Context: an optimization exercise on an open-source flow, tuned for small area, a short achievable clock period and few clock cycles per item. The choices shown serve that exercise and are no tape-out recipe.
Only simulation tests tie the RTL to the original design; equivalence was not proved.

## fm_phase_discriminator_decimating_unit
module fm_phase_discriminator_decimating_unit (
   input  logic               clock,
   input  logic               reset,
   input  logic               req_valid,
   output logic               req_ready,
   input  logic signed [15:0] req_in_real,
   input  logic signed [15:0] req_in_imag,
   output logic               rsp_valid,
   input  logic               rsp_ready,
   output logic signed [15:0] rsp_phase_word,
   input  logic               csr_valid,
   output logic               csr_ready,
   input  logic               csr_output_format
);
Settings: LEC_CHECK=0, CAP_MARGIN=20, CORE_MARGIN=2, CORE_UTILIZATION=40, PLACE_DENSITY=0.6, SLEW_MARGIN=20; clock period 10.0 ns.
standard.sh (not shown) runs the stock make flow with config.mk's settings and CLKGATE_MAP_FILE= SYNTH_SCRIPT=/design/flow/synth_recipe.tcl, a recipe that flattens the netlist after the stock synthesis.
==> flow/flow/run.sh <==
#!/bin/bash
set -euo pipefail
bash standard.sh SETUP_SLACK_MARGIN=5.5 finish > standard_flow.log 2>&1
The first run finished clean.
Testbench counts at the start, summed over its fixed seeds: cycles 22,776, items 512.
Then changed:
==> flow/run.sh (new file) <==
#!/bin/bash
# synth_recipe.tcl (not shown) runs the flow's synth.tcl, then flattens the netlist and writes it again
# the make line also repeats each setting of config.mk as NAME=value (left out here)
make -C /OpenROAD-flow-scripts/flow DESIGN_CONFIG=/design/flow/config.mk WORK_HOME=/design/flow/orfs CLKGATE_MAP_FILE= SYNTH_SCRIPT=/design/flow/synth_recipe.tcl finish
Settings changed: CTS_CLUSTER_DIAMETER set to 70, CTS_CLUSTER_SIZE set to 30, SETUP_SLACK_MARGIN set to 5.
removed: flow/flow/run.sh
removed: flow/standard.sh
- core utilization shrinks by 2.8 points
- via count goes down by a few percent

* * *

fm_phase_discriminator_decimating_unit, a different RTL version from the one above (not shown whole).
For scale: roughly 57 I/O pins.
==> flow/design.v (excerpt) <==
module fm_phase_discriminator_decimating_unit (
   input  logic               clock,
   input  logic               reset,
   input  logic               req_valid,
   output logic               req_ready,
   input  logic signed [15:0] req_in_real,
   input  logic signed [15:0] req_in_imag,
   output logic               rsp_valid,
   input  logic               rsp_ready,
   output logic signed [15:0] rsp_phase_word,
   input  logic               csr_valid,
   output logic               csr_ready,
   input  logic               csr_output_format
);
   logic               format_ff;
   logic               g_load;
   logic signed [19:0] g_re, g_im;
   logic               m_done;
   logic               m_zero;
   logic signed [38:0] m_pr, m_pq;
   assign csr_ready = 1'b1;
   always_ff @(posedge clock) begin
      if (reset) begin
         format_ff <= 1'b0;
      end else if (csr_valid) begin
         format_ff <= csr_output_format;
      end
   end
   fmpd_front u_front (
      .clock       (clock),
      .reset       (reset),
      .req_valid   (req_valid),
      .req_ready   (req_ready),
      .req_in_real (req_in_real),
      .req_in_imag (req_in_imag),
      .rsp_taken   (rsp_valid && rsp_ready),
      .g_load      (g_load),
      .g_re        (g_re),
      .g_im        (g_im)
   );
   fmpd_mul u_mul (
      .clock  (clock),
      .reset  (reset),
      .g_load (g_load),
      .g_re   (g_re),
      .g_im   (g_im),
      .m_done (m_done),
      .m_zero (m_zero),
      .m_pr   (m_pr),
      .m_pq   (m_pq)
   );
   fmpd_back u_back (
      .clock          (clock),
      .reset          (reset),
      .m_done         (m_done),
      .m_zero         (m_zero),
      .m_pr           (m_pr),
      .m_pq           (m_pq),
      .fmt            (format_ff),
      .rsp_valid      (rsp_valid),
      .rsp_ready      (rsp_ready),
      .rsp_phase_word (rsp_phase_word)
   );
endmodule
clock: 10.0 ns
lec_check: 0
cap_margin: 20
core_margin: 2
core_utilization: 40
place_density: 0.6
setup_slack_margin: 5
slew_margin: 20
run.sh (not shown) runs the stock make flow with config.mk's settings and CLKGATE_MAP_FILE= SYNTH_SCRIPT=/design/flow/synth_recipe.tcl, a recipe that flattens the netlist after the stock synthesis.
Stock flow here: none of the scripts above is used.
The first run ran to the end with no violations.
Testbench counts at the start, summed over its fixed seeds: cycles 22,776, items 512.
Then changed:
==> flow/flow/run.sh (new file) <==
#!/bin/bash
set -euo pipefail
bash standard.sh SETUP_SLACK_MARGIN=7 finish > standard_flow.log 2>&1
==> flow/standard.sh (new file) <==
#!/bin/bash
# synth_recipe.tcl (not shown) runs the flow's synth.tcl, then flattens the netlist and writes it again
# the make line also repeats each setting of config.mk as NAME=value (left out here)
make -C /OpenROAD-flow-scripts/flow DESIGN_CONFIG=/design/flow/config.mk WORK_HOME=/design/flow/orfs CLKGATE_MAP_FILE= SYNTH_SCRIPT=/design/flow/synth_recipe.tcl "${@:-finish}"
- SETUP_SLACK_MARGIN: 5 -> not set
removed: flow/run.sh
What happened: The new run went through all stages and came out clean; design area rises by 13%; synthesized area does not change; clock-buffer cell count came out lower by 2; via count is higher by about 5%; register-to-register slack loses 0.08 ns; cell count went up by 4.0%; wire length grows by 7.8%.

## what the ideal ports hide
The results above use ideal ports. As a check the final layouts listed here were re-extracted and re-timed, cells and wires unchanged. Step 1 sets driving cells, clkbuf_16 on the clock port and buf_2 on the other inputs (assumed; they add their load-dependent delay and slew). Step 2 times the ports against the registers' clock, not the clock port: input delays grow and output delays shrink by t, the midpoint of the rising clock arrivals with the driver on. a / b / c = no drivers / after step 1 / after step 2; a / b = the first two.
run	t, ns	setup slack, ns	worst data-port slew with drivers (ns)
the first run of note 1	0.667	5.416 / 5.416 / 4.989	0.05
the second run of note 1	0.641	5.136 / 5.136 / 4.580	0.04
the first run of note 2	0.692	5.033 / 5.033 / 4.574	0.05
the second run of note 2	0.695	4.949 / 4.949 / 4.949	0.06
After both steps setup and hold are still met in every run listed. The setup slack of the second run of note 1, which loses most, moves by 0.000 ns with the drivers and by -0.556 ns with both steps.
